Context: an optimization exercise on an open-source flow, tuned for small area, a short achievable clock period and few clock cycles per item. The choices shown serve that exercise and are no tape-out recipe.

// rgb_hsv_color_gate
module rgb_hsv_color_gate (
	input  logic        clk,
	input  logic        arst_n,
	input  logic        pix_valid,
	output logic        pix_ready,
	input  logic [7:0]  pix_red,
	input  logic [7:0]  pix_green,
	input  logic [7:0]  pix_blue,
	input  logic        pix_last_of_cloud,
	output logic        hsv_valid,
	input  logic        hsv_ready,
	output logic [11:0] hsv_hue,
	output logic [11:0] hsv_saturation,
	output logic [7:0]  hsv_brightness,
	output logic        hsv_keep,
	output logic        hsv_last_out,
	input  logic        cfg_en,
	input  logic [1:0]  cfg_index,
	input  logic [7:0]  cfg_data
);
	logic [7:0] lim_hmin, lim_hmax, lim_smin, lim_smax;
	always_ff @(posedge clk or negedge arst_n) begin
		if (!arst_n) begin
			lim_hmin <= 8'd90;
			lim_hmax <= 8'd180;
			lim_smin <= 8'd40;
			lim_smax <= 8'd90;
		end else if (cfg_en) begin
			case (cfg_index)
				2'd0: lim_hmin <= cfg_data;
				2'd1: lim_hmax <= cfg_data;
				2'd2: lim_smin <= cfg_data;
				default: lim_smax <= cfg_data;
			endcase
		end
	end
	logic adv;   
	logic [6:0] vld;   
	assign adv = hsv_ready || !vld[6];
	logic [7:0] in_r, in_g, in_b;
	logic       in_last, in_valid;
	assign pix_ready = adv;
	assign in_valid  = pix_valid;
	assign {in_last, in_r, in_g, in_b} = {pix_last_of_cloud, pix_red, pix_green, pix_blue};
	logic [8:0] drg_s0_p1, dgb_s0_p1, dbr_s0_p1, dgr_s0_p1, dbg_s0_p1, drb_s0_p1;
	assign drg_s0_p1 = {1'b0, in_r} - {1'b0, in_g};
	assign dgb_s0_p1 = {1'b0, in_g} - {1'b0, in_b};
	assign dbr_s0_p1 = {1'b0, in_b} - {1'b0, in_r};
	assign dgr_s0_p1 = {1'b0, in_g} - {1'b0, in_r};
	assign dbg_s0_p1 = {1'b0, in_b} - {1'b0, in_g};
	assign drb_s0_p1 = {1'b0, in_r} - {1'b0, in_b};
	logic rge_s0_p1, gge_s0_p1, bge_s0_p1;   
	assign rge_s0_p1 = !drg_s0_p1[8];
	assign gge_s0_p1 = !dgb_s0_p1[8];
	assign bge_s0_p1 = !dbr_s0_p1[8];
	logic [7:0] v_s0_p1, d_s0_p1, x_s0_p1;
	logic [2:0] k_s0_p1;
	always_comb begin
		if (rge_s0_p1 && !drb_s0_p1[8]) begin   
			v_s0_p1 = in_r;
  ...
clock: 5.5 ns
lec_check: 0
abc_area: 1
cap_margin: 20
core_margin: 2
core_utilization: 40
place_density: 0.6
slew_margin: 20
run.sh (not shown) runs the stock make flow with config.mk's settings and CLKGATE_MAP_FILE= SYNTH_SCRIPT=/design/flow/synth_recipe.tcl, a recipe that flattens the netlist after the stock synthesis.
Next try:
==> flow/flow/run.sh (new file) <==
#!/bin/bash
# Standard layout, except that synthesis leaves adders to ABC instead of mapping
# them onto the library's full/half adder cells.
set -euo pipefail
export ADDER_MAP_FILE=
bash standard.sh synth > synth.log 2>&1
bash standard.sh > layout.log 2>&1
==> flow/standard.sh (new file) <==
#!/bin/bash
# synth_recipe.tcl (not shown) runs the flow's synth.tcl, then flattens the netlist and writes it again
# the make line also repeats each setting of config.mk as NAME=value (left out here)
make -C /OpenROAD-flow-scripts/flow DESIGN_CONFIG=/design/flow/config.mk WORK_HOME=/design/flow/orfs CLKGATE_MAP_FILE= SYNTH_SCRIPT=/design/flow/synth_recipe.tcl "${@:-finish}"
- ABC_AREA: 1 -> not set
removed: flow/run.sh
- non-clock buffer count increases by 144
- worst hold slack is better by 0.0033 ns
Function was not checked in any run of this note: the RTL went through the layout flow alone.

* * *

rev 12:
rgb_hsv_color_gate, a different RTL version from the one above (not shown whole).
Size in the first run: roughly 3,100 cells after synthesis, ~340 flip-flops, ~23,000 sq um of cells after synthesis.
clock: 5.5 ns
lec_check: 0
abc_area: 1
cap_margin: 20
core_margin: 2
core_utilization: 55
cts_buf_list: sky130_fd_sc_hd__clkbuf_4 sky130_fd_sc_hd__clkbuf_8
place_density: 0.7
setup_slack_margin: 2.3
slew_margin: 20
standard.sh (not shown) runs the stock make flow with config.mk's settings and CLKGATE_MAP_FILE= SYNTH_SCRIPT=/design/flow/synth_recipe.tcl, a recipe that flattens the netlist after the stock synthesis.
==> flow/flow/run.sh <==
#!/bin/bash
# The standard layout (standard.sh), except that synthesis leaves adders and
# comparators to ABC instead of mapping them onto the library's full/half adder
# cells (ADDER_MAP_FILE empty skips ORFS's extract_fa/techmap adder step).
# Each step's full output goes to its own log in this folder.
set -euo pipefail
export ADDER_MAP_FILE=
# ports get a plain buf_2 instead of the delay buffer buffer_ports picks by default
export BUFFER_PORTS_ARGS="-buffer_cell sky130_fd_sc_hd__buf_2"
bash standard.sh synth > synth.log 2>&1
bash standard.sh floorplan > floorplan.log 2>&1
bash standard.sh place > place.log 2>&1
bash standard.sh cts > cts.log 2>&1
bash standard.sh route > route.log 2>&1
bash standard.sh finish > finish.log 2>&1
diff inputs: rev 12 => rev 13
- a change of PLACE_DENSITY from 0.7 to 0.6
- a change of CORE_UTILIZATION from 55 to 40
### Flow results
- Diff rev 12 -> rev 13 | maximum achievable frequency | up slightly
- Rev 13 vs rev 12, origin of the worst setup path: v_q5[7]$_DFFE_PP_ vs v_q1[5]$_DFFE_PP_
- As far as number of slew-limit violations in the final report goes, rev 13 and rev 12 are indistinguishable; the numbers are identical.
- Changes observed in rev 13 relative to rev 12: detail-routed via count per cell shrank by 0.52, clock skew shrank by 13 ps, cell count grew by 5.9%, total number of vias shrank by 918, final design area excluding fillers grew by 120 sq um.
- Summary of rev 13 over rev 12: worst path setup slack after routing has increased; area growth from synthesis to layout picked up an extra 0.52 points.
- Sum of met2 wire segment lengths after detailed routing delta for rev 13 relative to rev 12: about 6% lower
No run of this note included a check of the RTL's function; only the layout flow was run.

* * *

Another version of the RTL of rgb_hsv_color_gate (not shown whole).
For scale: roughly 3,600 cells after synthesis, roughly 340 flip-flops, roughly 0.025 mm2 of cells after synthesis.
Settings: LEC_CHECK=0, ABC_AREA=1, CAP_MARGIN=20, CORE_MARGIN=2, CORE_UTILIZATION=40, PLACE_DENSITY=0.6, SLEW_MARGIN=20; clock period 5.5 ns.
==> flow/flow/run.sh <==
#!/bin/bash
# The standard layout (standard.sh), except that synthesis leaves adders and
# comparators to ABC instead of mapping them onto the library's full/half adder
# cells (ADDER_MAP_FILE empty skips ORFS's extract_fa/techmap adder step).
# Each step's full output goes to its own log in this folder.
set -euo pipefail
export ADDER_MAP_FILE=
bash standard.sh synth > synth.log 2>&1
bash standard.sh floorplan > floorplan.log 2>&1
bash standard.sh place > place.log 2>&1
bash standard.sh cts > cts.log 2>&1
bash standard.sh route > route.log 2>&1
bash standard.sh finish > finish.log 2>&1
Rerun with:
Settings changed: SETUP_SLACK_MARGIN from default to 3.0.
Worst hold slack loses 0.0060 ns.
Cell count goes up by 13%.
Non-clock buffer count goes up by 561.
Area after synthesis does not change.
Wire length went up by 44%.
Count of clock-buffer cells in the layout increases by 1.
Setup slack is better by 1.1 ns.
Cell area rose by 41%.
No functional check of the RTL was part of any run of this note.

re-timing with driven ports:
Ports are ideal in the flow. The routed layouts listed here were re-timed in OpenROAD.
Step 1 (the two cells are an assumption about what drives the block):
set clk [get_ports {clk}]
set_driving_cell -lib_cell sky130_fd_sc_hd__clkbuf_16 $clk
set_driving_cell -lib_cell sky130_fd_sc_hd__buf_2 [delete_from_list [all_inputs] $clk]
Step 2 times the ports against the registers' clock, not the clock port: input delays grow and output delays shrink by t, the midpoint of the rising clock arrivals with the driver on.
Slacks: no drivers / after step 1 / after step 2; pairs: no drivers / after step 1.
run | t, ns | setup WS [ns] | cell pins on the clock port's net
the first run of note 1 | 0.604 | 0.462 / 0.462 / 0.135 | 1
the second run of note 1 | 0.627 | 0.224 / 0.224 / -0.250 | 1
rev 12 | 0.684 | 2.392 / 2.392 / 1.759 | 1
rev 13 | 0.697 | 2.443 / 2.443 / 1.772 | 1
the first run of note 3 | 0.628 | 1.139 / 1.167 / 0.539 | 1
the second run of note 3 | 0.637 | 2.273 / 2.294 / 1.657 | 1
With both steps, setup timing fails in the second run of note 1, where it was met with ideal ports. For rev 13, which loses most, drivers alone change the setup slack by 0.000 ns; drivers and shift together by -0.671 ns.
